What follows belongs to an exercise in optimizing a design on an open flow for small area, a short achievable clock period and few clock cycles per item; a production flow would make more cautious choices.
Only simulation tests tie the RTL to the original design; equivalence was not proved.
Power figures rest on the tool's default switching activity, not on a simulated workload.

### flow/config.mk
export PLATFORM = sky130hd
export DESIGN_NAME = radix_digit_converter_core
export DESIGN_NICKNAME = radix_digit_converter_core
export VERILOG_FILES = /design/flow/design.v
export SDC_FILE = /design/flow/constraint.sdc
export NUM_CORES = 4
export LEC_CHECK = 0
export ABC_AREA = 1
export CAP_MARGIN = 20
export CORE_MARGIN = 2
export CORE_UTILIZATION = 40
export SETUP_SLACK_MARGIN = 5
export SLEW_MARGIN = 20
export TNS_END_PERCENT = 100
### flow/constraint.sdc
create_clock -name core_clock -period 9.0 [get_ports {clk_i}]
set_input_delay 1.8000 -clock core_clock [delete_from_list [all_inputs] [get_ports {clk_i}]]
set_output_delay 1.8000 -clock core_clock [all_outputs]
set_load 0.01 [all_outputs]
### flow/design.v
package rdc_pkg;
  localparam int unsigned VALUE_BITS_DEF = 63;
  localparam int unsigned MAX_DIGITS_DEF = 64;
  localparam int unsigned BASE_W  = 9;
  localparam int unsigned DIGIT_W = 8;
  localparam logic [BASE_W-1:0] BASE_RESET = 9'd10;
endpackage
module radix_digit_converter_core #(
  parameter int unsigned VALUE_BITS = rdc_pkg::VALUE_BITS_DEF,
  parameter int unsigned MAX_DIGITS = rdc_pkg::MAX_DIGITS_DEF
) (
  input  logic                  clk_i,
  input  logic                  rst_ni,
  input  logic                  cfg_we_i,
  input  logic [rdc_pkg::BASE_W-1:0]     cfg_wdata_i,
  input  logic                  in_valid_i,
  output logic                  in_ready_o,
  input  logic [VALUE_BITS-1:0] value_i,
  output logic                  out_valid_o,
  input  logic                  out_ready_i,
  output logic [rdc_pkg::DIGIT_W-1:0]    digit_o,
  output logic                  last_digit_o
);
  localparam int NST = 4;    
  localparam logic [1:0] PS_IDLE = 2'd0;
  localparam logic [1:0] PS_DD   = 2'd1;   
  localparam logic [1:0] PS_DIV  = 2'd2;   
  localparam logic [1:0] PS_XFER = 2'd3;   
  localparam logic [1:0] OM_P2  = 2'd0;
  localparam logic [1:0] OM_BCD = 2'd1;
  localparam logic [1:0] OM_DIV = 2'd2;
  logic [8:0] cfg_q;
  logic [8:0] beff;
  always_ff @(posedge clk_i or negedge rst_ni) begin
    if (!rst_ni) begin
      cfg_q <= rdc_pkg::BASE_RESET;
    end else if (cfg_we_i) begin
      cfg_q <= cfg_wdata_i;
    end
  end
  always_comb begin
    beff = cfg_q;
    if (cfg_q < 9'd2) begin
      beff = 9'd2;
    end else if (cfg_q > 9'd256) begin
      beff = 9'd256;
    end
  end
  logic [1:0]  ps_q, ps_d;
  logic        rdy_q, rdy_d;       
  logic        p2_q, p2_d;         
  logic [62:0] v_q, v_d;           
  logic [63:0] w_q, w_d;           
  logic [79:0] s_q, s_d;           
  logic [8:0]  b_q, b_d;
  logic [10:0] b3_q, b3_d;         
  logic [1:0]  pw_q, pw_d;         
  logic        byte_q, byte_d;     
  logic [5:0]  pp_q, pp_d;         
  logic [3:0]  vtop_q, vtop_d;     
  logic [4:0]  ntop_q, ntop_d;     
  logic [5:0]  k_q, k_d;           
  logic [5:0]  remd_q, remd_d;     
  logic        pass1_q, pass1_d;
  logic       rv_q, rv_d;          
  logic       rf_q, rf_d;          
  logic [4:0] rpos_q, rpos_d;      
  logic       lz_q, lz_d;          
  logic       iss_q, iss_d;        
  logic       done_q, done_d;      
  logic       sv_q [NST];          
  logic       sf_q [NST];          
  logic [4:0] sp_q [NST];          
  logic [7:0] sr_q [NST];          
  logic       sz_q [NST];          
  logic [1:0] sb_q [NST];          
  logic       sv_d [NST];
  logic       sf_d [NST];
  logic [4:0] sp_d [NST];
  logic [7:0] sr_d [NST];
  logic       sz_d [NST];
  logic [1:0] sb_d [NST];
  logic        oact_q, oact_d;     
  logic [1:0]  om_q, om_d;
  logic [79:0] o_q, o_d;           
  logic [5:0]  op_q, op_d;         
  logic [1:0]  opw_q, opw_d;
  logic        olead_q, olead_d;   
  logic        ofirst_q, ofirst_d; 
  logic [4:0]  orp_q, orp_d;       
  logic [4:0]  ocnt_q, ocnt_d;     
  logic        ofinal_q, ofinal_d; 
  logic        obyte_q, obyte_d;
  logic        ov_q, ov_d;
  logic [7:0]  dig_q, dig_d;
  logic        last_q, last_d;
  logic adv;
  assign adv = !ov_q || out_ready_i;
  assign in_ready_o   = rdy_q;
  assign out_valid_o  = ov_q;
  assign digit_o      = dig_q;
  assign last_digit_o = last_q;
  logic [3:0] in_top;      
  always_comb begin
    in_top = '0;
    for (int c = 0; c < 16; c++) begin
      if (((64'(value_i) >> (4 * c)) & 64'hf) != 64'd0) in_top = 4'(c);
    end
  end
  logic [5:0] oct_start;
  always_comb begin
    oct_start = 6'd0;
    for (int i = 0; i < 21; i++) begin
      if (((64'(value_i) >> (3 * i)) & 64'h7) != 64'd0) oct_start = 6'(3 * i);
    end
  end
  logic [1:0] w_grp;       
  assign w_grp = 2'(w_q >> {pp_q[5:1], 1'b0});
  logic [1:0] w_pair;      
  assign w_pair = 2'(w_q >> {rpos_q, 1'b0});
  logic [7:0] o_win;       
  assign o_win = 8'(o_q >> {op_q[5:2], 2'b00});
  logic [3:0] o_hi, o_lo;
  logic [4:0] o_ptr;
  logic [4:0] o_top;
  always_comb begin
    o_top = '0;
    for (int i = 0; i < 20; i++) begin
      if (o_q[4*i +: 4] != 4'd0) o_top = 5'(i);
    end
  end
  assign o_ptr = ofirst_q ? o_top : orp_q;
  assign o_hi  = 4'(o_q >> {o_ptr, 2'b00});
  assign o_lo  = 4'(o_q >> {o_ptr[4:1], 3'b000});
  function automatic logic [3:0] dd_corr(input logic [3:0] d);
    dd_corr = (d >= 4'd5) ? 4'(d + 4'd3) : d;
  endfunction
  logic [79:0] dd_next;
  always_comb begin
    logic [79:0] t;
    dd_next = s_q;
    for (int j = 1; j >= 0; j--) begin
      for (int i = 0; i < 20; i++) t[4*i +: 4] = dd_corr(dd_next[4*i +: 4]);
      dd_next = {t[78:0], w_grp[j]};
    end
  end
  logic [1:0] st_q    [NST];       
  logic [7:0] st_r    [NST];       
  logic       st_z    [NST];       
  logic       st_zin  [NST];       
  always_comb begin
    for (int s = 0; s < NST; s++) begin
      logic [9:0]  t;
      logic [10:0] d1, d2, d3;
      logic        n1, n2, n3;
      logic [7:0]  rin;
      rin       = sf_q[s] ? 8'd0 : sr_q[s];
      st_zin[s] = sf_q[s] ? 1'b0 : sz_q[s];
      t = {rin, sb_q[s]};
      {n1, d1} = {2'b00, t} - {3'b000, b_q};
      {n2, d2} = {2'b00, t} - {2'b00, b_q, 1'b0};
      {n3, d3} = {2'b00, t} - {1'b0, b3_q};
      if (!n3) begin
        st_q[s] = 2'd3;
        st_r[s] = d3[7:0];
      end else if (!n2) begin
        st_q[s] = 2'd2;
        st_r[s] = d2[7:0];
      end else if (!n1) begin
        st_q[s] = 2'd1;
        st_r[s] = d1[7:0];
      end else begin
        st_q[s] = 2'd0;
        st_r[s] = t[7:0];
      end
      st_z[s] = st_zin[s] | !n1;
    end
  end
  logic       fin;
  logic [7:0] fin_dig;
  logic       fin_zero;      
  logic       fin_lastst;    
  always_comb begin
    fin        = 1'b0;
    fin_dig    = '0;
    fin_zero   = 1'b0;
    fin_lastst = 1'b0;
    for (int s = 0; s < NST; s++) begin
      if (sv_q[s] && sp_q[s] == 5'd0) begin
        fin        = 1'b1;
        fin_dig    = st_r[s];
        fin_zero   = !st_z[s];
        fin_lastst = (s == NST - 1);
      end
    end
  end
  logic ofin;                
  always_comb begin
    logic [3:0] dg;
    logic [5:0] step;
    oact_d   = oact_q;
    om_d     = om_q;
    o_d      = o_q;
    op_d     = op_q;
    opw_d    = opw_q;
    olead_d  = olead_q;
    ofirst_d = ofirst_q;
    orp_d    = orp_q;
    ocnt_d   = ocnt_q;
    ofinal_d = ofinal_q;
    obyte_d  = obyte_q;
    ov_d     = ov_q && !out_ready_i;
    dig_d    = dig_q;
    last_d   = last_q;
    ofin     = 1'b0;
    case (opw_q)
      2'd0:    dg = {3'd0, o_win[op_q[1:0]]};
      2'd1:    dg = {1'b0, 3'(o_win >> op_q[1:0])};
      default: dg = o_win[3:0];
    endcase
    case (opw_q)
      2'd0:    step = 6'd1;
      2'd1:    step = 6'd3;
      default: step = 6'd4;
    endcase
    if (oact_q) begin
      case (om_q)
        OM_P2: begin
          if (olead_q && dg == 4'd0 && op_q != 6'd0) begin
            op_d = op_q - step;
          end else if (adv) begin
            ov_d    = 1'b1;
            dig_d   = {4'd0, dg};
            last_d  = (op_q == 6'd0);
            olead_d = 1'b0;
            op_d    = op_q - step;
            ofin    = (op_q == 6'd0);
          end
        end
        OM_BCD: begin
          if (adv) begin
            ov_d     = 1'b1;
            ofirst_d = 1'b0;
            dig_d    = {4'd0, o_hi};
            last_d   = (o_ptr == 5'd0);
            orp_d    = o_ptr - 5'd1;
            ofin     = (o_ptr == 5'd0);
          end
        end
        default: begin
          if (adv) begin
            ov_d   = 1'b1;
            dig_d  = obyte_q ? {o_hi, o_lo} : {4'd0, o_hi};
            last_d = ofinal_q && (ocnt_q == 5'd1);
            ocnt_d = ocnt_q - 5'd1;
            orp_d  = obyte_q ? (orp_q - 5'd2) : (orp_q - 5'd1);
            ofin   = (ocnt_q == 5'd1);
          end
        end
      endcase
      if (ofin) oact_d = 1'b0;
    end
  end
  logic ofree;               
  assign ofree = !oact_q || ofin;
  assign rdy_d = (ps_d == PS_IDLE);
  always_comb begin
    logic [5:0] kn;
    logic [5:0] cap;
    logic [5:0] kept;
    ps_d    = ps_q;
    p2_d    = p2_q;
    v_d     = v_q;
    w_d     = w_q;
    s_d     = s_q;
    b_d     = b_q;
    b3_d    = b3_q;
    pw_d    = pw_q;
    byte_d  = byte_q;
    pp_d    = pp_q;
    vtop_d  = vtop_q;
    ntop_d  = ntop_q;
    k_d     = k_q;
    remd_d  = remd_q;
    pass1_d = pass1_q;
    kn   = k_q + 6'd1;
    cap  = byte_q ? 6'd10 : 6'd20;
    kept = (k_q > cap) ? cap : k_q;
    for (int s = 0; s < NST; s++) begin
      sr_d[s] = sr_q[s];
      sz_d[s] = sz_q[s];
      if (sv_q[s]) begin
        sr_d[s] = st_r[s];
        sz_d[s] = st_z[s];
      end
    end
    rv_d    = rv_q && (rpos_q != 5'd0) && (ps_q == PS_DIV);
    rf_d    = 1'b0;
    rpos_d  = rpos_q - 5'd1;
    lz_d    = lz_q;
    iss_d   = iss_q;
    done_d  = done_q;
    sv_d[0] = rv_q && (ps_q == PS_DIV);
    sf_d[0] = rf_q;
    sp_d[0] = rpos_q;
    sb_d[0] = w_pair;
    for (int s = 1; s < NST; s++) begin
      sv_d[s] = sv_q[s-1] && (ps_q == PS_DIV);
      sf_d[s] = sf_q[s-1];
      sp_d[s] = sp_q[s-1];
      sb_d[s] = st_q[s-1];
    end
    if (sv_q[NST-1]) begin
      w_d[{sp_q[NST-1], 1'b0} +: 2] = st_q[NST-1];
      if (st_q[NST-1] != 2'd0 && !st_zin[NST-1]) begin
        ntop_d = sp_q[NST-1];
        lz_d   = 1'b1;
      end
    end
    if (rdy_q) begin
      v_d     = value_i;
      w_d     = 64'(value_i);
      b_d     = beff;
      b3_d    = 11'(beff) + {1'b0, beff, 1'b0};
      byte_d  = (beff > 9'd16);
      p2_d    = (beff == 9'd2 || beff == 9'd8 || beff == 9'd16);
      vtop_d  = in_top;
      s_d     = '0;
      lz_d    = 1'b0;
      iss_d   = 1'b0;
      done_d  = 1'b0;
      k_d     = '0;
      pass1_d = 1'b1;
      rf_d    = 1'b1;
      rpos_d  = {in_top, 1'b1};
      if (beff == 9'd2) begin
        pw_d = 2'd0;
        pp_d = {in_top, 2'b11};
      end else if (beff == 9'd8) begin
        pw_d = 2'd1;
        pp_d = oct_start;
      end else if (beff == 9'd16) begin
        pw_d = 2'd2;
        pp_d = {in_top, 2'b00};
      end else begin
        pw_d = 2'd2;
        pp_d = {in_top, 2'b10};
      end
    end
    case (ps_q)
      PS_IDLE: begin
        if (in_valid_i) begin
          if (beff == 9'd2 || beff == 9'd8 || beff == 9'd16) begin
            ps_d = PS_XFER;
          end else if (beff == 9'd10) begin
            ps_d = PS_DD;
          end else begin
            ps_d = PS_DIV;
            rv_d = 1'b1;
          end
        end
      end
      PS_DD: begin
        s_d  = dd_next;
        pp_d = pp_q - 6'd2;
        if (pp_q[5:1] == 5'd0) ps_d = PS_XFER;
      end
      PS_DIV: begin
        if (done_q) begin
          if (pass1_q) remd_d = k_q;
          done_d = 1'b0;
          rv_d   = 1'b0;
          ps_d   = PS_XFER;
        end else begin
          if (fin) begin
            k_d = kn;
            if (byte_q) s_d = {fin_dig, s_q[79:8]};
            else        s_d = {fin_dig[3:0], s_q[79:4]};
            if ((pass1_q && fin_zero) || (!pass1_q && kn == remd_q)) begin
              done_d = 1'b1;
            end else if (fin_lastst) begin
              iss_d = 1'b0;
              if (!iss_q) begin
                rv_d   = 1'b1;
                rf_d   = 1'b1;
                rpos_d = st_zin[NST-1] ? ntop_q : 5'd0;
                lz_d   = 1'b0;
              end
            end
          end
          if (lz_q && !iss_q && !rv_q && pass1_q) begin
            rv_d   = 1'b1;
            rf_d   = 1'b1;
            rpos_d = ntop_q;
            lz_d   = 1'b0;
            iss_d  = 1'b1;
          end
        end
      end
      default: begin   
      end
    endcase
    if (ps_q == PS_XFER && ofree) begin
      if (!p2_q && pw_q == 2'd2 && b_q != 9'd10) begin
        remd_d = remd_q - kept;
        if (remd_q != kept) begin
          w_d     = 64'(v_q);
          k_d     = '0;
          pass1_d = 1'b0;
          ps_d    = PS_DIV;
          rv_d    = 1'b1;
          rf_d    = 1'b1;
          rpos_d  = {vtop_q, 1'b1};
          lz_d    = 1'b0;
          iss_d   = 1'b0;
        end else begin
          ps_d = PS_IDLE;
        end
      end else begin
        ps_d = PS_IDLE;
      end
    end
  end
  logic                xfer;
  logic [1:0]          xfer_om;
  always_comb begin
    xfer    = (ps_q == PS_XFER) && ofree;
    xfer_om = p2_q ? OM_P2 : ((b_q == 9'd10) ? OM_BCD : OM_DIV);
  end
  logic [79:0] o_n;
  logic [1:0]  om_n;
  logic [5:0]  op_n;
  logic [1:0]  opw_n;
  logic        olead_n, ofirst_n, oact_n, ofinal_n, obyte_n;
  logic [4:0]  orp_n, ocnt_n;
  always_comb begin
    logic [5:0] kept;
    kept     = (k_q > (byte_q ? 6'd10 : 6'd20)) ? (byte_q ? 6'd10 : 6'd20) : k_q;
    o_n      = o_d;
    om_n     = om_d;
    op_n     = op_d;
    opw_n    = opw_d;
    olead_n  = olead_d;
    ofirst_n = ofirst_d;
    orp_n    = orp_d;
    ocnt_n   = ocnt_d;
    ofinal_n = ofinal_d;
    obyte_n  = obyte_d;
    oact_n   = oact_d;
    if (xfer) begin
      oact_n   = 1'b1;
      om_n     = xfer_om;
      o_n      = p2_q ? 80'(w_q) : s_q;
      op_n     = pp_q;
      opw_n    = pw_q;
      olead_n  = 1'b1;
      ofirst_n = (xfer_om == OM_BCD);
      orp_n    = 5'd19;
      ocnt_n   = 5'(kept);
      ofinal_n = (remd_q == kept);
      obyte_n  = byte_q;
    end
  end
  always_ff @(posedge clk_i or negedge rst_ni) begin
    if (!rst_ni) begin
      ps_q   <= PS_IDLE;
      rdy_q  <= 1'b1;
      rv_q   <= 1'b0;
      oact_q <= 1'b0;
      ov_q   <= 1'b0;
      for (int s = 0; s < NST; s++) sv_q[s] <= 1'b0;
    end else begin
      ps_q   <= ps_d;
      rdy_q  <= rdy_d;
      rv_q   <= rv_d;
      oact_q <= oact_n;
      ov_q   <= ov_d;
      for (int s = 0; s < NST; s++) sv_q[s] <= sv_d[s];
    end
  end
  always_ff @(posedge clk_i) begin
    p2_q     <= p2_d;
    v_q      <= v_d;
    w_q      <= w_d;
    s_q      <= s_d;
    b_q      <= b_d;
    b3_q     <= b3_d;
    pw_q     <= pw_d;
    byte_q   <= byte_d;
    pp_q     <= pp_d;
    vtop_q   <= vtop_d;
    ntop_q   <= ntop_d;
    k_q      <= k_d;
    remd_q   <= remd_d;
    pass1_q  <= pass1_d;
    rf_q     <= rf_d;
    rpos_q   <= rpos_d;
    lz_q     <= lz_d;
    iss_q    <= iss_d;
    done_q   <= done_d;
    om_q     <= om_n;
    o_q      <= o_n;
    op_q     <= op_n;
    opw_q    <= opw_n;
    olead_q  <= olead_n;
    ofirst_q <= ofirst_n;
    orp_q    <= orp_n;
    ocnt_q   <= ocnt_n;
    ofinal_q <= ofinal_n;
    obyte_q  <= obyte_n;
    dig_q    <= dig_d;
    last_q   <= last_d;
    for (int s = 0; s < NST; s++) begin
      sf_q[s] <= sf_d[s];
      sp_q[s] <= sp_d[s];
      sr_q[s] <= sr_d[s];
      sz_q[s] <= sz_d[s];
      sb_q[s] <= sb_d[s];
    end
  end
endmodule
### flow/run.sh
#!/bin/bash
# synth_recipe.tcl (not shown) runs the flow's synth.tcl, then flattens the netlist and writes it again
# the make line also repeats each setting of config.mk as NAME=value (left out here)
make -C /OpenROAD-flow-scripts/flow DESIGN_CONFIG=/design/flow/config.mk WORK_HOME=/design/flow/orfs CLKGATE_MAP_FILE= SYNTH_SCRIPT=/design/flow/synth_recipe.tcl finish
==> impl_metrics.csv, run 1 <==
group,metric,value,unit
logic_synthesis,synth-async-reset-ratio,4.07,%
drt,drc,0,
power,vdd_drop_max,0.000237,V
logic_synthesis,synth_nets,5103,
final_layout,layout_commonest_cell,"nand2_1",
timing,min_period_over_period,43.5,%
logic_synthesis,synth-seq-area-share,34.5,%
timing,max_freq,256,MHz
setup_path,worstPathRequired,9.39,ns
final_layout,layout-drive-gt1-share,6.41,%
setup_path,critPathBufInv,2,
setup_path,end_kind,"flip-flop",
logic_synthesis,syn_avg_cell_area,7.22,µm²
setup_path,critPathLaunchType,"input port",
clock_tree,clk_pin_slew,0.07,ns
global_route,met3_usage,2.87,%
logic_synthesis,synth_edf_count,244,
hold_path,hp-class,"reg2reg",
timing,worstMarginPinSlew,1.14,ns
clock_tree,hold_buffers,0,
logic_synthesis,ys_ff_latch,467,
setup_path,cpPeakStageDelay,0.56,ns
global_route,busiest_layer,"met2",
setup_path,crit_top_cell,"nand2_1",
final_layout,fin_area,39300,µm²
clock_tree,cts_tree,"done",
clock_tree,cts_buffers,56,
placed_design,dpl.hpwl,87300,µm
global_route,grt_first_pass_wirelength,185000,µm
clock_tree,clock-root-buffer,"clkbuf_16",
logic_synthesis,yosysWarnings,17,
setup_path,critical_path_arrival,4.31,ns
setup_path,crit_family,"compound AO/OA/AOI/OAI gates",
floorplanning,boundaryPins,88,
clock_tree,h-tree-depth,2,
global_route,grt_util_met2,41.2,%
logic_synthesis,yosys_most_used_dff,"edfxtp_1",
timing,slew_violations,0,
drt,routedWlPerCell,20.4,µm
global_route,grt_use_met1,36.9,%
drt,vias,33997,
placed_design,place.gp.congestion,0.933,
global_route,grt_use_total,26.4,%
logic_synthesis,yosys.cell_types.count,67,
logic_synthesis,netlist_area,34500,µm²
global_route,grt_pass1_vias,31265,
drt,dr.pass1.iters,6,
setup_path,cp_max_fo,4,
setup_path,crit_type,"in2reg",
drt,routed_via_density,5.67,
global_route,grt_overflow,0,
timing,setup_viol,0,
drt,antenna_left,0,
floorplanning,die_area,88600,µm²
placed_design,place_area,36300,µm²
timing,relSlewSlack,24.0,%
power,power_density,364,nW/µm²
logic_synthesis,synth_cells,4775,
floorplanning,die_w,298,µm
power,leakagePower,0.0165,µW
floorplanning,fp-row-count,107,
job,maxCapViolCount,0,
placed_design,io_buffers,87,
timing,min_period,3.91,ns
timing,grt_setup_unrepaired,"yes",
global_route,antenna_found_initial,2,
setup_path,crit_path_top_delay_cell,"clkdlybuf4s50_1",
global_route,grt_max_degree,106,
timing,fin_setup_tns,0,ns
final_layout,mostFrequentLayoutCells,"834 x nand2_1, 580 x inv_1, 500 x o21ai_0, 480 x a21oi_1, 478 x nor2_1",
floorplanning,coreArea,85300,µm²
drt,wirelength,122000,µm
timing,finalHoldViolations,0,
drt,drtIter0Drc,3547,
clock_tree,clkLatencyLatePin,0.66,ns
outcome,status,"timing/DRC/antenna clean",
clock_tree,cts.sinks,467,
clock_tree,clk_path_buf_depth,3,
final_layout,final_nets,5135,
final_layout,area_growth_syn_to_layout,14.0,%
floorplanning,start_util,40.4,%
timing,finClkSkew,0.0652,ns
floorplanning,die_y,298,µm
setup_path,worstPathCellList,"clkdlybuf4s50_1 > nor3_1 > inv_1 > nor2_1 > o41ai_2 > a31oi_1 > o21ai_0 > nand2_1 > nand2_1 > nand2_1 > nand2_1 > nand2_1 > o21ai_0 > nand2_1 > nand3_1 > nand2_1 > o221ai_2 > o21ai_0",
==> final timing paths <==
check	from	end	slack (ns)	cells past startpoint
max	value_i[10]	pp_q[2]$_DFFE_PP_	5.09	18
min	rf_q$_DFF_P_	sf_q[0]$_DFF_P_	0.34	0
max reg2reg	o_q[9]$_DFFE_PN_	w_q[56]$_DFF_P_	5.13	36
min reg2reg	rf_q$_DFF_P_	sf_q[0]$_DFF_P_	0.34	0
max in group asynchronous	rst_ni	rdy_q$_DFF_PN1_	7.17	2
min in group asynchronous	rst_ni	cfg_q[8]$_DFFE_PN0P_	1.51	2
==> cells by family (layout without fill, tap and decap cells) <==
group / after synthesis / count (layout) / share of synthesized area, %
fa+ha+maj: 251 / 251 / 9.43
compound gates: 1434 / 1434 / 23.8
mux: 5 / 5 / 0.149
other cells: 0 / 1 / 0
simple gates: 1693 / 1696 / 20.2
buf+inv: 806 / 883 / 8.94
flops: 467 / 467 / 34.5
xor+xnor: 119 / 119 / 3.02
==> cells in the mapped netlist, drive strengths merged, types with 47 or more instances <==
cell | instances | area share (%)
edfxtp | 244 | 21
nor2 | 492 | 5.4
a21oi | 490 | 7.1
ha | 236 | 8.6
nand2 | 847 | 9.3
o21ai | 513 | 7.5
a31oi | 95 | 1.7
xor2 | 87 | 2.2
inv | 602 | 6.6
dfxtp | 204 | 12
nand3 | 225 | 3.3
nor3 | 47 | 0.71
clkbuf | 169 | 1.8
o211ai | 241 | 5.2
==> through the flow <==
stage / util (%) / instances / hold WS, ns / power [µW] / setup WS, ns
3_5_place_dp: 42.6 / 5848 / 0.328 / 11500 / 3.18
4_1_cts: 45.4 / 5976 / 0.345 / 14000 / 5.00
6_report: 46.1 / 6000 / 0.335 / 14300 / 5.09
5_1_grt: 46.1 / 5999 / 0.343 / 15500 / 4.88
3_3_place_gp: 42.6 / 5847 / 0.319 / 11400 / 3.28
2_1_floorplan: - / 4775 / 0.310 / 9250 / 5.33
==> cell type report <==
type	count	area (µm²)
Clock inverter	40	439
Inverter	608	2360
Sequential cell	467	11900
Timing Repair Buffer	166	1790
Antenna cell	1	2.50
Timing Repair inverter	3	27.5
Multi-Input combinational cell	3505	19900
Fill cell	8711	45900
Clock buffer	66	1500
Tap cell	1144	1430
==> sequential cells by signal, indices dropped and copies added, names as in the netlist, 9 cells and up <==
name,count
w_q,64
cfg_q,9
o_q,80
v_q,63
sr_q,32
s_q,80
b3_q,11
sp_q,20
==> metal layers <==
metal	up-vias	wire, µm	share of wire (%)
li1	16471	-	-
met1	15893	54300	44
met4	2	6090	5.0
met3	266	8620	7.0
met5	-	11	0.0090
met2	1365	53400	44
==> worst register-to-register path, delay by kind of cell (launching register included) <==
family / cells / cell delay [ns]
and+or+nand+nor: 28 / 2.30
buffers and inverters: 5 / 0.69
DFF: 1 / 0.40
adders and majority gates: 1 / 0.18
AOI/OAI and AO/OA: 2 / 0.25
==> repair_timing <==
action                     CTS  global route
resized for setup           53            81
buffers inserted            15            13
setup endpoints to repair  268           217
gates cloned                 7             9
pin swaps                    3             3
==> where the power goes <==
part,internal (µW),leakage (µW),total (µW),switching [µW]
logic,2730,0.0114,8150,5420
registers,3050,0.00418,3750,699
clock network,1380,0.000949,2400,1020
total,7160,0.0165,14300,7140
Testbench counts, summed over its fixed seeds: cycles 7,920, digits 4,076.
==> inputs of run 2 (changes only) <==
--- a/flow/design.v
+++ b/flow/design.v
@@ -327,3 +327,3 @@
       vtop_d  = in_top;
-      s_d     = '0;
+      s_d     = (beff == 9'd2 || beff == 9'd8 || beff == 9'd16) ? 80'(value_i) : 80'd0;
       lz_d    = 1'b0;
@@ -452,3 +452,3 @@
       om_n     = xfer_om;
-      o_n      = p2_q ? 80'(w_q) : s_q;
+      o_n      = s_q;
       op_n     = pp_q;
--- a/flow/config.mk
+++ b/flow/config.mk
@@ -11,3 +11,3 @@
 export CORE_UTILIZATION = 40
-export SETUP_SLACK_MARGIN = 5
+export SETUP_SLACK_MARGIN = 3.5
 export SLEW_MARGIN = 20
==> run 2 against run 1 <==
Largest cell class unchanged. Clock power decreased by 3%. Still clean on timing, DRC and antenna. Fmax fell by 21%. Core utilization fell by 1.5 points. Critical path type is now reg2reg.
==> impl_metrics.csv, run 2 <==
group,metric,value,unit
outcome,status,"timing/DRC/antenna clean",
setup_path,end_kind,"flip-flop",
timing,worst_slack,4.07,ns
timing,max_freq,203,MHz
final_layout,multi_input_area,18900,µm²
clock_tree,hold_buffers,0,
hold_path,hp-class,"reg2reg",
timing,finClkSkew,0.0495,ns
global_route,grt_pass1_vias,28935,
final_layout,diodes,0,
setup_path,crit_path_top_delay_cell,"buf_4",
global_route,busiest_layer,"met1",
logic_synthesis,netlist_area,33700,µm²
clock_tree,clk_path_buf_depth,3,
setup_path,cp_max_fo,72,
setup_path,crit_family,"simple AND/OR/NAND/NOR gates",
timing,finalHoldViolations,0,
setup_path,critPathBufInv,2,
logic_synthesis,synth.most_common_cell,"nand2_1",
drt,dr.pass1.iters,8,
floorplanning,die_w,294,µm
logic_synthesis,synth-seq-area-share,35.2,%
placed_design,dp.cells,5599,
clock_tree,clk_pin_slew,0.07,ns
placed_design,io_buffers,87,
final_layout,instances_no_fill,5700,
floorplanning,start_util,40.4,%
setup_path,worstPathRequired,9.56,ns
global_route,met3_usage,3.66,%
clock_tree,cts_buffers,54,
final_layout,layout-drive-gt1-share,3.87,%
global_route,grt_first_pass_wirelength,174000,µm
setup_path,critPathLaunchType,"flip-flop",
timing,min_period_over_period,54.8,%
final_layout,final_core_util,44.6,%
timing,relSlewSlack,28.7,%
logic_synthesis,yosys.cell_types.count,70,
floorplanning,fp-row-count,106,
power,vdd_drop_max,0.000171,V
setup_path,crit_top_cell,"nand2_1",
logic_synthesis,syn_avg_cell_area,7.36,µm²
setup_path,cpPeakStageDelay,0.65,ns
global_route,grt_use_total,25.7,%
power,leakagePower,0.0156,µW
drt,routed_via_density,5.68,
global_route,grt_util_met2,37.8,%
timing,grt_setup_unrepaired,"no",
final_layout,fill_cells,8476,
timing,fin_setup_tns,0,ns
logic_synthesis,synth-async-reset-ratio,4.07,%
final_layout,top_regs,"o_q: 80 flops, s_q: 80 flops, w_q: 64 flops",
final_layout,mostFrequentLayoutCells,"859 x nand2_1, 579 x inv_1, 569 x o21ai_0, 404 x nor2_1, 386 x a21oi_1",
clock_tree,cts.sinks,467,
logic_synthesis,yosys_most_used_dff,"edfxtp_1",
clock_tree,clock-root-buffer,"clkbuf_16",
clock_tree,h-tree-depth,2,
global_route,grt_overflow,0,
global_route,grt_use_met1,38.9,%
timing,setup_viol,0,
global_route,grt_max_degree,109,
setup_path,crit_type,"reg2reg",
drt,routedWlPerCell,19.9,µm
final_layout,final_nets,4903,
power,power_density,308,nW/µm²
placed_design,place_ws,3.98,ns
floorplanning,die_y,294,µm
drt,vias,32359,
power,finalPower,11500,µW
timing,min_period,4.93,ns
clock_tree,cts_tree,"done",
logic_synthesis,synth_top_cell_area_share,21.7,%
drt,antenna_left,0,
placed_design,place.gp.congestion,0.955,
logic_synthesis,yosysWarnings,17,
logic_synthesis,yosys-top-cells-area,"edfxtp_1 22%, dfxtp_1 12%, nand2_1 9.6%",
final_layout,area_growth_syn_to_layout,10.6,%
floorplanning,boundaryPins,88,
logic_synthesis,yosysTopAreaCell,"edfxtp_1",
timing,slew_violations,0,
drt,wirelength,114000,µm
drt,drtIter0Drc,3518,
setup_path,critical_path_arrival,5.49,ns
logic_synthesis,synth_nets,4913,
floorplanning,coreArea,83600,µm²
logic_synthesis,synth_edf_count,244,
drt,drc,0,
logic_synthesis,yosys-top-cells-count,"859 x nand2_1, 582 x inv_1, 569 x o21ai_0",
job,maxCapViolCount,0,
final_layout,layout_commonest_cell,"nand2_1",
placed_design,dpl.hpwl,85700,µm
final_layout,final-seq-area,11900,µm²
logic_synthesis,synth_cells,4585,
clock_tree,clkLatencyLatePin,0.65,ns
global_route,antenna_found_initial,2,
timing,worstMarginPinSlew,1.07,ns
floorplanning,die_area,86700,µm²
logic_synthesis,ys_ff_latch,467,
-- run 2: cell count changes in the layout (fill, tap and decap cells not counted), sizes merged, moves of 14 or more --
cell	previous run	this run
o211ai	241	108
a21oi	490	388
nor2	492	409
a2bb2oi	0	63
o21ai	513	575
nand3	225	179
buf	73	31
o22ai	17	36
nand2	850	864
o32ai	0	14
-- run 2: per-layer routing --
| metal | share of wire [%] | up-vias |
|---|---|---|
| li1 | - | 15736 |
| met1 | 48 | 15119 |
| met2 | 41 | 1345 |
| met3 | 8.0 | 159 |
| met4 | 2.8 | 0 |
| met5 | 0 | - |
-- run 2: kinds of logic (layout without fill, tap and decap cells) --
kind of cell             after synthesis  after routing  synth area share (%)
adder cells (fa/ha/maj)              251            251                  9.64
buffers and inverters                779            814                  8.90
XOR/XNOR                             121            121                  3.14
flip-flops                           467            467                  35.2
multiplexers                           6              6                 0.182
AND/OR/NAND/NOR                     1585           1585                  19.3
AO/OA/AOI/OAI                       1376           1376                  23.6
-- run 2: repair_timing --
action                                 4_1_cts  5_1_grt
buffers inserted                             0        0
endpoints found under the hold margin        0        0
gates resized for setup                      0        1
setup endpoints to repair                    0        2
-- run 2: worst paths after layout --
path                             startpoint         endpoint  slack [ns]  cells after the start
setup / recovery           o_q[8]$_DFFE_PN_  w_q[14]$_DFF_P_        4.07                     33
hold / removal                 rf_q$_DFF_P_  sf_q[0]$_DFF_P_        0.33                      0
setup reg to reg           o_q[8]$_DFFE_PN_  w_q[14]$_DFF_P_        4.07                     33
hold reg to reg                rf_q$_DFF_P_  sf_q[0]$_DFF_P_        0.33                      0
max in group asynchronous            rst_ni  rdy_q$_DFF_PN1_        7.08                      2
min in group asynchronous            rst_ni   rv_q$_DFF_PN0_        1.57                      2
-- run 2: layout make-up --
| class | count | share of cell area, % |
|---|---|---|
| Multi-Input combinational cell | 3339 | 50.6 |
| Clock inverter | 31 | 0.812 |
| Sequential cell | 467 | 31.9 |
| Inverter | 595 | 6.00 |
| Clock buffer | 70 | 4.18 |
| Timing Repair Buffer | 118 | 2.96 |
| Tap cell | 1080 | 3.62 |
-- run 2: metrics by stage --
stage	area [µm²]	hold WS (ns)
2_1_floorplan	33700	0.310
3_3_place_gp	35400	0.317
3_5_place_dp	35400	0.329
4_1_cts	37300	0.335
5_1_grt	37300	0.342
6_report	37300	0.332
-- run 2: power breakdown --
group,internal (µW),switching [µW],leakage [µW]
clock,1340,974,0.000908
sequential,2890,487,0.00416
combinational,1810,3970,0.0106
Testbench counts of run 2, summed over its fixed seeds: cycles 7,920, digits 4,076.
==> inputs of run 3 (changes only) <==
--- a/flow/config.mk
+++ b/flow/config.mk
@@ -10,4 +10,4 @@
 export CORE_MARGIN = 2
-export CORE_UTILIZATION = 40
-export SETUP_SLACK_MARGIN = 3.5
+export CORE_UTILIZATION = 55
+export SETUP_SLACK_MARGIN = 5
 export SLEW_MARGIN = 20
==> run 3 against run 2 <==
Fmax is 25% higher. Critical path depth is 19 lower. Sequential power hardly changed. Wire length is 1.5% higher. First-iteration DRC count is 0.82% lower. Register-to-register slack better by 1.0 ns. Final cell count is 4.4% lower. Combinational power is 3% higher. Non-clock buffer count is 43 higher.
==> impl_metrics.csv, run 3 <==
group,metric,value,unit
outcome,status,"timing/DRC/antenna clean",
logic_synthesis,synth-async-reset-ratio,4.07,%
drt,routedWlPerCell,21.2,µm
setup_path,critPathLaunchType,"input port",
logic_synthesis,synth_edf_count,244,
setup_path,cp_max_fo,4,
drt,drtIter0Drc,3489,
drt,wirelength,115000,µm
timing,setup_viol,0,
logic_synthesis,netlist_area,33700,µm²
logic_synthesis,synth_cells,4585,
hold_path,timing.hold.worst.start,"sp_q[0][3]$_DFF_P_",
timing,relSlewSlack,30.9,%
timing,worstMarginPinSlew,1.04,ns
drt,routed_via_density,6.00,
setup_path,startpoint,"value_i[9]",
logic_synthesis,yosysTopAreaCell,"edfxtp_1",
global_route,grt_max_degree,99,
logic_synthesis,synth_nets,4913,
logic_synthesis,yosys-top-cells-area,"edfxtp_1 22%, dfxtp_1 12%, nand2_1 9.6%",
power,power_density,307,nW/µm²
global_route,antenna_found_initial,1,
setup_path,crit_path_top_delay_cell,"clkdlybuf4s50_1",
power,leakagePower,0.0159,µW
clock_tree,cts_tree,"done",
hold_path,hp-class,"reg2reg",
drt,drc,0,
final_layout,top_regs,"o_q: 80 flops, s_q: 80 flops, w_q: 64 flops",
global_route,grt_first_pass_wirelength,174000,µm
floorplanning,die_area,63300,µm²
floorplanning,coreArea,60500,µm²
setup_path,worstPathRequired,9.54,ns
timing,finalHoldViolations,0,
clock_tree,clk_pin_slew,0.06,ns
logic_synthesis,yosysWarnings,17,
final_layout,final-seq-area,11900,µm²
logic_synthesis,synth_top_cell_area_share,21.7,%
timing,min_period_over_period,43.7,%
clock_tree,clock-root-buffer,"clkbuf_16",
setup_path,cpPeakStageDelay,0.47,ns
logic_synthesis,ys_ff_latch,467,
final_layout,mostFrequentLayoutCells,"856 x nand2_1, 567 x inv_1, 560 x o21ai_0, 400 x nor2_1, 386 x a21oi_1",
setup_path,critPathBufInv,1,
logic_synthesis,yosys_most_used_dff,"edfxtp_1",
final_layout,multi_input_area,19100,µm²
final_layout,diodes,0,
timing,grt_setup_unrepaired,"yes",
setup_path,crit_family,"simple AND/OR/NAND/NOR gates",
placed_design,place.gp.congestion,0.971,
placed_design,place_area,35100,µm²
clock_tree,h-tree-depth,2,
logic_synthesis,yosys-top-cells-count,"859 x nand2_1, 582 x inv_1, 569 x o21ai_0",
logic_synthesis,synth-seq-area-share,35.2,%
clock_tree,clk_path_buf_depth,3,
floorplanning,fp-row-count,90,
logic_synthesis,syn_avg_cell_area,7.36,µm²
setup_path,end_kind,"flip-flop",
global_route,grt_use_total,35.3,%
power,vdd_drop_max,0.000197,V
final_layout,instances_no_fill,5449,
final_layout,fill_cells,5627,
timing,slew_violations,0,
placed_design,dp.cells,5300,
final_layout,layout-drive-gt1-share,5.94,%
floorplanning,die_w,252,µm
setup_path,critical_path_arrival,4.47,ns
floorplanning,die_y,252,µm
clock_tree,clkLatencyLatePin,0.65,ns
setup_path,reg2reg_from,"pp_q[2]$_DFFE_PP_",
final_layout,area_growth_syn_to_layout,11.9,%
placed_design,dpl.hpwl,83400,µm
timing,fin_setup_tns,0,ns
logic_synthesis,yosys.cell_types.count,70,
timing,hold_slack,0.347,ns
drt,dr.pass1.iters,6,
drt,vias,32714,
final_layout,fin_area,37800,µm²
floorplanning,start_util,55.8,%
drt,antenna_left,0,
final_layout,layout_commonest_cell,"nand2_1",
clock_tree,cts_buffers,53,
clock_tree,cts.sinks,467,
setup_path,worstPathCellList,"clkdlybuf4s50_1 > or3_4 > nor2_1 > nand3_1 > a311oi_1 > o21ai_0 > nand2_1 > nand2_1 > o21ai_1 > o21ai_0 > o21ai_0 > nand3_1 > nand3_1 > nand2_1",
setup_path,crit_type,"in2reg",
job,maxCapViolCount,0,
placed_design,io_buffers,87,
timing,min_period,3.93,ns
timing,finClkSkew,0.0331,ns
timing,max_freq,254,MHz
global_route,grt_pass1_vias,29605,
global_route,grt_overflow,0,
logic_synthesis,synth.most_common_cell,"nand2_1",
floorplanning,boundaryPins,88,
final_layout,final_nets,4950,
==> run 3: cell counts after synthesis <==
Identical to the previous run, type by type.
==> run 3: cell type report <==
| class | count | share of cell area (%) |
|---|---|---|
| well taps | 782 | 2.59 |
| flip-flops and latches | 467 | 31.5 |
| repair buffers | 161 | 4.34 |
| clock inverters | 40 | 1.13 |
| clock buffers | 60 | 3.66 |
| multi-input cells | 3342 | 50.7 |
| repair inverters | 2 | 0.0265 |
| inverters | 595 | 6.08 |
==> run 3: cell families (layout without fill, tap and decap cells) <==
group                      Yosys count  count (layout)  share of synthesized area (%)
AOI/OAI and AO/OA                 1376            1376                           23.6
xor gates and xnor gates           121             121                           3.14
adders and majority gates          251             251                           9.64
buffers and inverters              779             858                           8.90
DFF                                467             467                           35.2
muxes                                6               6                          0.182
and+or+nand+nor                   1585            1588                           19.3
==> run 3: worst paths after layout <==
check / endpoint / slack [ns] / depth (start not counted)
setup / recovery: rpos_q[2]$_DFF_P_ / 5.07 / 14
hold / removal: sp_q[1][3]$_DFF_P_ / 0.35 / 0
setup reg to reg: s_q[2]$_DFF_P_ / 5.10 / 16
hold reg to reg: sp_q[1][3]$_DFF_P_ / 0.35 / 0
max in group asynchronous: rdy_q$_DFF_PN1_ / 7.15 / 2
min in group asynchronous: cfg_q[0]$_DFFE_PN0P_ / 1.53 / 2
==> run 3: where the power goes <==
| group | switching, µW | total (µW) | internal, µW |
|---|---|---|---|
| combinational | 3990 | 5940 | 1950 |
| clock | 979 | 2270 | 1290 |
| sequential | 495 | 3390 | 2900 |
| total | 5460 | 11600 | 6140 |
==> run 3: metrics by stage <==
stage | utilization [%] | total power (µW) | setup WS (ns)
2_1_floorplan | - | 7230 | 5.27
3_3_place_gp | 58.0 | 8890 | 4.17
3_5_place_dp | 58.0 | 8950 | 4.10
4_1_cts | 61.3 | 11300 | 5.02
5_1_grt | 62.4 | 12400 | 4.89
6_report | 62.4 | 11600 | 5.07
==> run 3: repair_timing <==
action / in CTS / in global routing
hold endpoints to repair: 0 / 0
gates resized for setup: 28 / 71
cloned: 2 / 7
setup endpoints to repair: 146 / 252
pin swaps: 2 / 3
setup buffers: 6 / 34
hold buffers: 0 / 0
==> run 3: metal layers <==
layer | GRT usage (%) | routed length (µm)
met4 | 14.1 | 5260
met1 | 48.6 | 49400
met5 | 0 | 0
met3 | 4.75 | 9660
met2 | 56.2 | 51000
==> inputs of run 4 (changes only) <==
--- a/flow/config.mk
+++ b/flow/config.mk
@@ -10,3 +10,3 @@
 export CORE_MARGIN = 2
-export CORE_UTILIZATION = 55
+export CORE_UTILIZATION = 70
 export SETUP_SLACK_MARGIN = 5
==> run 4 against run 3 <==
Register-to-register slack lost 0.11 ns. Clock power is essentially flat. Largest cell class unchanged. Synthesized cell count unchanged. Final area decreased by 1.2%. Still clean. Final cell count down 3.5%.
==> impl_metrics.csv, run 4 <==
group,metric,value,unit
outcome,status,"timing/DRC/antenna clean",
drt,dr.pass1.iters,9,
logic_synthesis,ys_ff_latch,467,
clock_tree,clk_pin_slew,0.06,ns
final_layout,top_regs,"o_q: 80 flops, s_q: 80 flops, w_q: 64 flops",
power,leakagePower,0.0158,µW
final_layout,mostFrequentLayoutCells,"858 x nand2_1, 570 x inv_1, 563 x o21ai_0, 398 x nor2_1, 386 x a21oi_1",
logic_synthesis,synth_edf_count,244,
logic_synthesis,synth_compound_area_share,23.6,%
logic_synthesis,synth_nets,4913,
final_layout,fill_cells,3516,
logic_synthesis,synth-seq-area-share,35.2,%
drt,vias,34056,
global_route,grt_use_total,43.1,%
logic_synthesis,yosys-top-cells-count,"859 x nand2_1, 582 x inv_1, 569 x o21ai_0",
floorplanning,coreArea,47600,µm²
logic_synthesis,synth_top_cell_area_share,21.7,%
clock_tree,clk_path_buf_depth,3,
logic_synthesis,yosysTopAreaCell,"edfxtp_1",
logic_synthesis,synth-async-reset-ratio,4.07,%
hold_path,hp-class,"reg2reg",
hold_path,hold_path_end,"sf_q[0]$_DFF_P_",
timing,setup_viol,0,
logic_synthesis,yosys_most_used_dff,"edfxtp_1",
timing,min_period_over_period,44.9,%
setup_path,crit_family,"simple AND/OR/NAND/NOR gates",
timing,relSlewSlack,24.4,%
logic_synthesis,synth_top_family_by_area,"compound AO/OA/AOI/OAI gates",
logic_synthesis,synth_cells,4585,
logic_synthesis,synth_simple_gate_area_share,19.3,%
placed_design,place.gp.congestion,1.03,
floorplanning,die_w,224,µm
timing,slew_violations,0,
global_route,grt_max_degree,110,
clock_tree,cts_tree,"done",
global_route,grt_first_pass_wirelength,169000,µm
setup_path,r2r-end,"rpos_q[2]$_DFF_P_",
timing,min_period,4.04,ns
final_layout,area_growth_syn_to_layout,10.6,%
logic_synthesis,syn_avg_cell_area,7.36,µm²
power,power_density,309,nW/µm²
timing,max_freq,248,MHz
timing,finalHoldViolations,0,
logic_synthesis,synthAdderAreaFrac,9.64,%
placed_design,place_area,34800,µm²
setup_path,cpPeakStageDelay,0.45,ns
setup_path,worstPathRequired,9.53,ns
final_layout,layout_commonest_cell,"nand2_1",
job,maxCapViolCount,0,
drt,routed_via_density,6.48,
clock_tree,cts_buffers,50,
hold_path,holdPathStages,0,
final_layout,final_nets,4929,
global_route,antenna_found_initial,0,
timing,finClkSkew,0.0216,ns
logic_synthesis,yosys.cell_types.count,70,
setup_path,end_kind,"flip-flop",
final_layout,fin_area,37300,µm²
setup_path,critical_path_arrival,4.57,ns
clock_tree,h-tree-depth,2,
logic_synthesis,synth.most_common_cell,"nand2_1",
floorplanning,boundaryPins,88,
global_route,grt_pass1_vias,30734,
clock_tree,cts.sinks,467,
setup_path,crit_cells,14,
setup_path,critPathLaunchType,"input port",
drt,drc,0,
logic_synthesis,yosys-top-cells-area,"edfxtp_1 22%, dfxtp_1 12%, nand2_1 9.6%",
hold_path,timing.hold.worst.start,"rf_q$_DFF_P_",
drt,routedWlPerCell,21.4,µm
setup_path,rr_worst_depth,18,
timing,worstMarginPinSlew,1.13,ns
floorplanning,die_area,50000,µm²
timing,fin_setup_tns,0,ns
logic_synthesis,netlist_area,33700,µm²
clock_tree,clkLatencyLatePin,0.64,ns
placed_design,io_buffers,87,
drt,antenna_left,0,
global_route,grt_overflow,0,
logic_synthesis,synth_xor_xnor_area_share,3.14,%
setup_path,crit_path_top_delay_cell,"clkdlybuf4s50_1",
setup_path,reg2reg_from,"b3_q[0]$_DFFE_PP_",
placed_design,dpl.hpwl,79300,µm
timing,grt_setup_unrepaired,"yes",
setup_path,worstPathCellList,"clkdlybuf4s50_1 > or3_1 > nor2_1 > nand3_1 > a311oi_2 > o21ai_0 > nand2_1 > nand2_1 > o21ai_2 > o21ai_0 > o21ai_0 > nand3_1 > nand3_1 > nand2_1",
logic_synthesis,synthMuxAreaShare,0.182,%
floorplanning,start_util,70.8,%
final_layout,layout-drive-gt1-share,5.26,%
clock_tree,clock-root-buffer,"clkbuf_16",
floorplanning,fp-row-count,80,
floorplanning,die_y,224,µm
power,vdd_drop_max,0.000233,V
drt,drtIter0Drc,4896,
drt,wirelength,112000,µm
logic_synthesis,yosysWarnings,17,
setup_path,crit_type,"in2reg",
setup_path,reg2reg_slack,4.99,ns
setup_path,cp_max_fo,4,
setup_path,critPathBufInv,1,
clock_tree,hold_buffers,0,
run 4: report_power, final:
group	leakage, µW	internal, µW	switching [µW]
Combinational	0.0108	1890	3950
Sequential	0.00417	2900	532
Clock	0.000843	1290	953
run 4: per-stage QoR:
stage / power, µW / hold slack, ns / instances / worst slack (ns) / util, %
6_report: 11500 / 0.338 / 5259 / 4.96 / 78.3
5_1_grt: 12100 / 0.351 / 5258 / 4.86 / 78.3
4_1_cts: 11100 / 0.346 / 5232 / 4.95 / 77.2
3_5_place_dp: 8860 / 0.337 / 5129 / 4.13 / 73.1
3_3_place_gp: 8720 / 0.336 / 5129 / 4.27 / 73.1
2_1_floorplan: 7230 / 0.310 / 4585 / 5.27 / -
run 4: worst max-delay path by stage:
stage                 startpoint                  end  slack, ns
5_1_grt          sf_q[0]$_DFF_P_    rpos_q[2]$_DFF_P_       4.86
3_5_place_dp    o_q[8]$_DFFE_PN_  ocnt_q[0]$_DFFE_PP_       4.13
2_1_floorplan  o_q[13]$_DFFE_PN_  ocnt_q[0]$_DFFE_PP_       5.27
4_1_cts        op_q[3]$_DFFE_PP_    op_q[1]$_DFFE_PP_       4.95
6_report              value_i[9]    rpos_q[2]$_DFF_P_       4.96
3_3_place_gp    o_q[8]$_DFFE_PN_  ocnt_q[0]$_DFFE_PP_       4.27
run 4: cell families (layout without fill, tap and decap cells):
| family | count (synthesis) | count (layout) |
|---|---|---|
| AND/OR/NAND/NOR | 1585 | 1588 |
| flip-flops | 467 | 467 |
| other | 0 | 1 |
| multiplexers | 6 | 6 |
| AO/OA/AOI/OAI | 1376 | 1376 |
| adder cells (fa/ha/maj) | 251 | 251 |
| buffers and inverters | 779 | 834 |
| XOR/XNOR | 121 | 121 |
run 4: cell type report:
| type | instances | area [µm²] | share of cell area [%] |
|---|---|---|---|
| inverters | 595 | 2300 | 6.17 |
| repair buffers | 143 | 1470 | 3.94 |
| diodes | 1 | 2.50 | 0.00671 |
| flip-flops and latches | 467 | 11900 | 31.9 |
| clock inverters | 31 | 420 | 1.13 |
| well taps | 615 | 769 | 2.06 |
| multi-input cells | 3342 | 19100 | 51.2 |
| clock buffers | 63 | 1330 | 3.57 |
| repair inverters | 2 | 16.3 | 0.0436 |
run 4: per-layer routing:
metal / up-vias / wire length, µm / track usage (%)
li1: 15797 / - / -
met1: 15526 / 42300 / 56.0
met2: 2280 / 48100 / 66.4
met3: 453 / 13800 / 8.97
met4: 0 / 8180 / 26.4
met5: - / 0 / 0
run 4: what timing repair did:
action / 4_1_cts / 5_1_grt
resized for setup: 20 / 61
gates cloned: 2 / 7
setup endpoints to repair: 192 / 238
buffers inserted: 7 / 19
pin swaps: 2 / 1
==> inputs of run 5 (changes only) <==
--- a/flow/config.mk
+++ b/flow/config.mk
@@ -10,3 +10,3 @@
 export CORE_MARGIN = 2
-export CORE_UTILIZATION = 70
+export CORE_UTILIZATION = 40
 export SETUP_SLACK_MARGIN = 5
==> run 5 against run 4 <==
Die area rose by 73%. Still clean. Sequential share of layout area fell by 0.84 points. Count of clock-buffer cells in the layout rose by 7. Critical path type unchanged. Worst setup slack improved by 0.028 ns. Final area rose by 2.7%. Clock power rose by 5%. Clock skew rose by 0.013 ns.
==> impl_metrics.csv, run 5 <==
group,metric,value,unit
setup_path,reg2reg_from,"o_q[53]$_DFFE_PN_",
logic_synthesis,synth_cells,4585,
setup_path,critical_path_arrival,4.52,ns
final_layout,layout_commonest_cell,"nand2_1",
timing,setup_viol,0,
floorplanning,die_area,86700,µm²
logic_synthesis,yosys.cell_types.count,70,
floorplanning,boundaryPins,88,
drt,drc,0,
clock_tree,h-tree-depth,2,
drt,drtIter0Drc,3865,
logic_synthesis,synth.most_common_cell,"nand2_1",
logic_synthesis,yosys-top-cells-area,"edfxtp_1 22%, dfxtp_1 12%, nand2_1 9.6%",
placed_design,place_area,35400,µm²
placed_design,place_ws,3.65,ns
timing,min_period,4.01,ns
final_layout,mostFrequentLayoutCells,"856 x nand2_1, 567 x inv_1, 562 x o21ai_0, 396 x nor2_1, 385 x a21oi_1",
logic_synthesis,yosysTopAreaCell,"edfxtp_1",
logic_synthesis,yosysWarnings,17,
power,vdd_drop_max,0.000175,V
global_route,grt_overflow,0,
setup_path,worstPathRequired,9.51,ns
global_route,antenna_found_initial,3,
floorplanning,fp-row-count,106,
timing,slew_violations,0,
setup_path,critPathLaunchType,"input port",
logic_synthesis,synth-async-reset-ratio,4.07,%
final_layout,final_nets,4951,
timing,finClkSkew,0.0351,ns
clock_tree,hold_buffers,0,
floorplanning,start_util,40.4,%
hold_path,hp-class,"reg2reg",
timing,min_period_over_period,44.6,%
final_layout,fill_cells,8422,
final_layout,fin_area,38300,µm²
timing,worst_slack,4.99,ns
final_layout,top_regs,"o_q: 80 flops, s_q: 80 flops, w_q: 64 flops",
power,power_density,307,nW/µm²
global_route,grt_pass1_vias,29296,
logic_synthesis,netlist_area,33700,µm²
timing,max_freq,249,MHz
placed_design,dpl.hpwl,85500,µm
logic_synthesis,synth_top_cell_area_share,21.7,%
placed_design,io_buffers,87,
drt,routed_via_density,5.72,
power,leakagePower,0.0160,µW
placed_design,dp.cells,5594,
final_layout,final_core_util,45.9,%
logic_synthesis,yosys-top-cells-count,"859 x nand2_1, 582 x inv_1, 569 x o21ai_0",
floorplanning,die_y,294,µm
global_route,grt_use_total,26.2,%
job,maxCapViolCount,0,
logic_synthesis,syn_avg_cell_area,7.36,µm²
timing,worstMarginPinSlew,1.08,ns
logic_synthesis,synth_nets,4913,
drt,vias,32884,
clock_tree,clock-root-buffer,"clkbuf_16",
setup_path,end_kind,"flip-flop",
final_layout,instances_no_fill,5750,
clock_tree,clk_pin_slew,0.07,ns
hold_path,timing.hold.worst.start,"rf_q$_DFF_P_",
setup_path,crit_type,"in2reg",
clock_tree,cts.sinks,467,
drt,routedWlPerCell,20.5,µm
drt,antenna_left,0,
logic_synthesis,ys_ff_latch,467,
outcome,status,"timing/DRC/antenna clean",
clock_tree,cts_tree,"done",
drt,dr.pass1.iters,7,
logic_synthesis,synth_edf_count,244,
final_layout,area_growth_syn_to_layout,13.6,%
global_route,grt_first_pass_wirelength,176000,µm
global_route,grt_max_degree,74,
clock_tree,cts_buffers,54,
floorplanning,coreArea,83600,µm²
clock_tree,clk_path_buf_depth,3,
setup_path,startpoint,"value_i[24]",
timing,finalHoldViolations,0,
clock_tree,clkLatencyLatePin,0.62,ns
drt,wirelength,118000,µm
logic_synthesis,yosys_most_used_dff,"edfxtp_1",
timing,grt_setup_unrepaired,"yes",
timing,fin_setup_tns,0,ns
setup_path,cp_max_fo,3,
timing,relSlewSlack,27.6,%
placed_design,place.gp.congestion,0.970,
final_layout,layout-drive-gt1-share,6.00,%
logic_synthesis,synth-seq-area-share,35.2,%
floorplanning,die_w,294,µm
## run 5: repair_timing
| item | in CTS | in global routing |
|---|---|---|
| resized for setup | 42 | 67 |
| setup buffers | 11 | 33 |
| pin swaps | 2 | 4 |
| gates cloned | 3 | 6 |
| endpoints found under the setup margin | 264 | 266 |
## run 5: worst paths after layout
kind                                              to  slack, ns  cells past startpoint
max in group asynchronous            rdy_q$_DFF_PN1_       7.11                      2
worst max register to register    dig_q[1]$_DFFE_PP_       5.15                     14
min in group asynchronous       cfg_q[0]$_DFFE_PN0P_       1.57                      2
worst min register to register       sf_q[0]$_DFF_P_       0.33                      0
worst min-delay path                 sf_q[0]$_DFF_P_       0.33                      0
worst max-delay path               rpos_q[2]$_DFF_P_       4.99                     13
## run 5: where the power goes
part | switching (µW) | leakage [µW] | internal, µW | total (µW)
Combinational | 4080 | 0.0109 | 1950 | 6020
Sequential | 483 | 0.00417 | 2900 | 3380
Clock | 944 | 0.000927 | 1430 | 2370
Total | 5500 | 0.0160 | 6270 | 11800
## run 5: kinds of logic after synthesis
logic type	synth area share, %
mux	0.182
simple gates	19.3
xor+xnor	3.14
flops	35.2
fa+ha+maj	9.64
compound gates	23.6
buf+inv	8.90
## run 5: metrics by stage
step	total power (µW)	hold WS (ns)
after global routing	12500	0.328
final	11800	0.330
after floorplan	7230	0.310
after global placement	8970	0.320
after CTS	11500	0.330
after detailed placement	9010	0.317
## run 5: routing by layer
metal	part of all wire, %	vias to the layer above	track usage [%]
met3	8.9	222	3.27
met5	0	-	0
met2	42	1390	38.4
met1	47	15450	39.5
li1	-	15822	-
met4	3.0	0	8.21
## run 5: critical path, cell delays in order
cell	delay, ns
clkdlybuf4s50_1	0.46
nor3_1	0.46
nand2_1	0.21
a311oi_2	0.36
o21ai_0	0.18
nand2_1	0.09
nand2_1	0.13
o21ai_0	0.31
o21ai_0	0.11
o21ai_0	0.16
nand3_1	0.09
nand3_1	0.10
nand2_1	0.05
## run 5: layout make-up
| class | instances | area, µm² | area share (%) |
|---|---|---|---|
| Tap cell | 1080 | 1350 | 3.53 |
| Timing Repair inverter | 1 | 5.00 | 0.0131 |
| Clock buffer | 70 | 1530 | 3.98 |
| Multi-Input combinational cell | 3343 | 19200 | 50.0 |
| Clock inverter | 30 | 374 | 0.977 |
| Inverter | 595 | 2310 | 6.04 |
| Antenna cell | 3 | 7.51 | 0.0196 |
| Sequential cell | 467 | 11900 | 31.1 |
| Timing Repair Buffer | 161 | 1670 | 4.35 |
==> inputs of run 6 (changes only) <==
--- a/flow/design.v
+++ b/flow/design.v
@@ -64,2 +64,3 @@
   logic        pass1_q, pass1_d;
+  logic        kgt_q, kgt_d;       
   logic       rv_q, rv_d;          
@@ -76,2 +77,4 @@
   logic [1:0] sb_q [NST];          
+  logic       sl_q [NST];          
+  logic       sl_d [NST];
   logic       sv_d [NST];
@@ -126,6 +129,18 @@
   always_comb begin
-    o_top = '0;
-    for (int i = 0; i < 20; i++) begin
-      if (o_q[4*i +: 4] != 4'd0) o_top = 5'(i);
-    end
+    logic [31:0] nz;
+    logic [15:0] y16;
+    logic [7:0]  y8;
+    logic [3:0]  y4;
+    logic [1:0]  y2;
+    nz = '0;
+    for (int i = 0; i < 20; i++) nz[i] = (o_q[4*i +: 4] != 4'd0);
+    o_top[4] = |nz[31:16];
+    y16      = o_top[4] ? nz[31:16] : nz[15:0];
+    o_top[3] = |y16[15:8];
+    y8       = o_top[3] ? y16[15:8] : y16[7:0];
+    o_top[2] = |y8[7:4];
+    y4       = o_top[2] ? y8[7:4] : y8[3:0];
+    o_top[1] = |y4[3:2];
+    y2       = o_top[1] ? y4[3:2] : y4[1:0];
+    o_top[0] = y2[1];
   end
@@ -188,3 +203,3 @@
     for (int s = 0; s < NST; s++) begin
-      if (sv_q[s] && sp_q[s] == 5'd0) begin
+      if (sv_q[s] && sl_q[s]) begin
         fin        = 1'b1;
@@ -246,3 +261,3 @@
             orp_d    = o_ptr - 5'd1;
-            ofin     = (o_ptr == 5'd0);
+            ofin     = ofirst_q ? (o_q[79:4] == 76'd0) : (orp_q == 5'd0);
           end
@@ -266,2 +281,10 @@
   assign rdy_d = (ps_d == PS_IDLE);
+  logic       xfer;
+  logic [1:0] xfer_om;
+  logic [5:0] remd_x;      
+  always_comb begin
+    xfer    = ofree && (ps_q == PS_XFER || (ps_q == PS_DIV && done_q));
+    xfer_om = p2_q ? OM_P2 : ((b_q == 9'd10) ? OM_BCD : OM_DIV);
+    remd_x  = (ps_q == PS_DIV && pass1_q) ? k_q : remd_q;
+  end
   always_comb begin
@@ -285,5 +308,6 @@
     pass1_d = pass1_q;
+    kgt_d   = kgt_q;
     kn   = k_q + 6'd1;
     cap  = byte_q ? 6'd10 : 6'd20;
-    kept = (k_q > cap) ? cap : k_q;
+    kept = kgt_q ? cap : k_q;
     for (int s = 0; s < NST; s++) begin
@@ -302,3 +326,3 @@
     done_d  = done_q;
-    sv_d[0] = rv_q && (ps_q == PS_DIV);
+    sv_d[0] = rv_q && (ps_q == PS_DIV) && !done_q;
     sf_d[0] = rf_q;
@@ -306,4 +330,5 @@
     sb_d[0] = w_pair;
+    sl_d[0] = (rpos_q == 5'd0);
     for (int s = 1; s < NST; s++) begin
-      sv_d[s] = sv_q[s-1] && (ps_q == PS_DIV);
+      sv_d[s] = sv_q[s-1] && (ps_q == PS_DIV) && !done_q;
       sf_d[s] = sf_q[s-1];
@@ -311,2 +336,3 @@
       sb_d[s] = st_q[s-1];
+      sl_d[s] = sl_q[s-1];
     end
@@ -332,2 +358,3 @@
       k_d     = '0;
+      kgt_d   = 1'b0;
       pass1_d = 1'b1;
@@ -375,3 +402,4 @@
           if (fin) begin
-            k_d = kn;
+            k_d   = kn;
+            kgt_d = (kn > cap);
             if (byte_q) s_d = {fin_dig, s_q[79:8]};
@@ -402,8 +430,9 @@
     endcase
-    if (ps_q == PS_XFER && ofree) begin
-      if (!p2_q && pw_q == 2'd2 && b_q != 9'd10) begin
-        remd_d = remd_q - kept;
-        if (remd_q != kept) begin
+    if (xfer) begin
+      if (!p2_q && b_q != 9'd10) begin
+        remd_d = remd_x - kept;
+        if (kgt_q) begin
           w_d     = 64'(v_q);
           k_d     = '0;
+          kgt_d   = 1'b0;
           pass1_d = 1'b0;
@@ -423,8 +452,2 @@
   end
-  logic                xfer;
-  logic [1:0]          xfer_om;
-  always_comb begin
-    xfer    = (ps_q == PS_XFER) && ofree;
-    xfer_om = p2_q ? OM_P2 : ((b_q == 9'd10) ? OM_BCD : OM_DIV);
-  end
   logic [79:0] o_n;
@@ -437,3 +460,3 @@
     logic [5:0] kept;
-    kept     = (k_q > (byte_q ? 6'd10 : 6'd20)) ? (byte_q ? 6'd10 : 6'd20) : k_q;
+    kept     = kgt_q ? (byte_q ? 6'd10 : 6'd20) : k_q;
     o_n      = o_d;
@@ -459,3 +482,3 @@
       ocnt_n   = 5'(kept);
-      ofinal_n = (remd_q == kept);
+      ofinal_n = !kgt_q;
       obyte_n  = byte_q;
@@ -495,2 +518,3 @@
     pass1_q  <= pass1_d;
+    kgt_q    <= kgt_d;
     rf_q     <= rf_d;
@@ -518,2 +542,3 @@
       sb_q[s] <= sb_d[s];
+      sl_q[s] <= sl_d[s];
     end
==> flow/flow/run.sh (new file) <==
#!/bin/bash
export SETUP_SLACK_MARGIN=6
bash standard.sh > standard.log 2>&1
==> flow/standard.sh (new file) <==
#!/bin/bash
# synth_recipe.tcl (not shown) runs the flow's synth.tcl, then flattens the netlist and writes it again
# the make line also repeats each setting of config.mk as NAME=value (left out here)
make -C /OpenROAD-flow-scripts/flow DESIGN_CONFIG=/design/flow/config.mk WORK_HOME=/design/flow/orfs CLKGATE_MAP_FILE= SYNTH_SCRIPT=/design/flow/synth_recipe.tcl "${@:-finish}"
--- a/flow/config.mk
+++ b/flow/config.mk
@@ -11,3 +11,2 @@
 export CORE_UTILIZATION = 40
-export SETUP_SLACK_MARGIN = 5
 export SLEW_MARGIN = 20
removed: flow/run.sh
==> run 6 against run 5 <==
Still clean on timing, DRC and antenna. Sequential power is 12% higher. Sequential cell count rose by 5. Wire length grew 14%. Core utilization grew 7.3 points. Global-route usage is 1.7 points higher. Worst setup slack improved by 0.70 ns. Combinational power is 69% higher. Synthesized cell count grew 3.6%. Fmax up 21%. Final area rose by 18%. Final cell count is 9.4% higher. Worst hold slack worse by 0.0095 ns. Largest cell class unchanged.
==> impl_metrics.csv, run 6 <==
group,metric,value,unit
placed_design,place_ws,4.02,ns
drt,vias,36199,
placed_design,place.gp.congestion,0.960,
timing,finClkSkew,0.0538,ns
timing,relSlewSlack,24.0,%
setup_path,worstPathCellList,"clkinvlp_4 > buf_6 > buf_6 > buf_6 > ha_4 > a21oi_2 > nand2_2 > a21oi_4 > nor2_4 > a31oi_4 > clkinv_4 > buf_12 > a21oi_1 > o21ai_0 > o21ai_1 > a21oi_1 > nand3_2 > nand2_2 > nand2_2 > nand2_1 > a21oi_1",
drt,dr_wl_met3,12700,µm
logic_synthesis,yosys-top-cells-count,"911 x nand2_1, 622 x inv_1, 579 x o21ai_0",
clock_tree,cts_tree,"done",
final_layout,top_regs,"o_q: 80 flops, s_q: 80 flops, w_q: 64 flops",
timing,grt_setup_unrepaired,"yes",
timing,fin_setup_tns,0,ns
hold_path,hold_path_end,"sp_q[2][3]$_DFF_P_",
setup_path,end_kind,"flip-flop",
global_route,grt_pass1_vias,31764,
timing,min_period_over_period,36.8,%
setup_path,reg2reg_from,"b3_q[2]$_DFFE_PP_",
power,p_int,8240,µW
drt,routed_via_density,5.75,
setup_path,r2r-end,"s_q[78]$_DFF_P_",
timing,slew_violations,0,
outcome,status,"timing/DRC/antenna clean",
final_layout,layout_commonest_cell,"nand2_1",
global_route,grt_use_total,27.9,%
setup_path,crit_type,"reg2reg",
hold_path,hp-class,"reg2reg",
logic_synthesis,yosys-top-cells-area,"edfxtp_1 21%, dfxtp_1 12%, nand2_1 10%",
power,combPwrFrac,63.1,%
logic_synthesis,yosys.cell_types.count,65,
placed_design,io_buffers,87,
logic_synthesis,netlist_area,34300,µm²
floorplanning,start_util,40.3,%
setup_path,critPathLaunchType,"flip-flop",
placed_design,dpl.hpwl,89600,µm
[run 6: cell types whose count changed after synthesis, moves of 14 or more]
cell	previous run	this run
a21oi_1	387	412
a31oi_1	86	34
inv_1	582	622
nand2_1	859	911
nand3_1	179	287
o211ai_1	108	71
o22ai_1	35	49
[run 6: per-layer routing]
| layer | vias to the layer above | track usage (%) |
|---|---|---|
| met1 | 17056 | 40.4 |
| met5 | - | 0 |
| met2 | 1869 | 41.6 |
| met4 | 0 | 9.97 |
| met3 | 368 | 4.49 |
| li1 | 16906 | - |
[run 6: layout make-up]
type,instances,area (µm²)
Antenna cell,8,20.0
Sequential cell,472,12000
Fill cell,7961,39900
Timing Repair Buffer,455,4870
Inverter,648,2620
Timing Repair inverter,3,27.5
Tap cell,1144,1430
Clock inverter,26,239
Clock buffer,73,1460
Multi-Input combinational cell,3462,22600
[run 6: power groups by stage]
| stage | combinational [µW] | sequential [µW] | clock [µW] |
|---|---|---|---|
| after global routing | 11000 | 3830 | 2270 |
| after CTS | 8450 | 3730 | 2190 |
| final | 10200 | 3780 | 2170 |
| after floorplan | 5160 | 3530 | 0 |
| after detailed placement | 7120 | 3770 | 0 |
| after global placement | 7060 | 3760 | 0 |
[run 6: worst max-delay path by stage]
stage	startpoint	endpoint	slack [ns]	depth (start not counted)
global route	o_q[47]$_DFFE_PP_	dig_q[2]$_DFFE_PP_	5.62	25
detailed placement	out_ready_i	w_q[19]$_DFF_P_	4.02	12
global placement	out_ready_i	w_q[21]$_DFF_P_	4.15	12
floorplan	value_i[11]	pp_q[0]$_DFFE_PP_	5.56	17
finish	b3_q[2]$_DFFE_PP_	s_q[78]$_DFF_P_	5.69	21
CTS	rdy_q$_DFF_PN1_	in_ready_o	5.73	1
[run 6: through the flow]
step / hold WS (ns) / power (µW) / cell area (µm²)
4_1_cts: 0.325 / 14400 / 41500
3_3_place_gp: 0.310 / 10800 / 36300
2_1_floorplan: 0.310 / 8690 / 34400
3_5_place_dp: 0.312 / 10900 / 36300
5_1_grt: 0.329 / 17100 / 45200
6_report: 0.320 / 16100 / 45200
[run 6: what timing repair did]
action                                  CTS  global route
gates resized for setup                 603           688
setup buffers                           175           130
endpoints found under the hold margin     0             0
endpoints found under the setup margin  369           293
cloned                                   19            19
pin swaps                               127           287
[run 6: kinds of logic after synthesis]
logic type / after synthesis / synth area share, %
flip-flops: 472 / 34.9
multiplexers: 5 / 0.146
buffers and inverters: 825 / 9.20
AO/OA/AOI/OAI: 1322 / 21.8
adder cells (fa/ha/maj): 253 / 9.55
XOR/XNOR: 114 / 2.91
AND/OR/NAND/NOR: 1761 / 21.5
[run 6: worst register-to-register path: stages (launching register included)]
cell and delay (ns):
edfxtp_1 0.37, clkinvlp_4 0.16, buf_6 0.16, buf_6 0.10, buf_6 0.11, ha_4 0.23
a21oi_2 0.18, nand2_2 0.11, a21oi_4 0.21, nor2_4 0.07, a31oi_4 0.19, clkinv_4 0.11
buf_12 0.15, a21oi_1 0.17, o21ai_0 0.18, o21ai_1 0.17, a21oi_1 0.12, nand3_2 0.11
nand2_2 0.06, nand2_2 0.07, nand2_1 0.06, a21oi_1 0.14
Testbench counts of run 6, summed over its fixed seeds: cycles 7,830, digits 4,076.

Check on run 6: ideal ports give 5.691 ns setup slack; a clkbuf_16 on the clock port and buf_2 on the inputs give 5.673 ns; moving port delays by the midpoint clock arrival (0.701 ns) as well gives 5.081 ns.
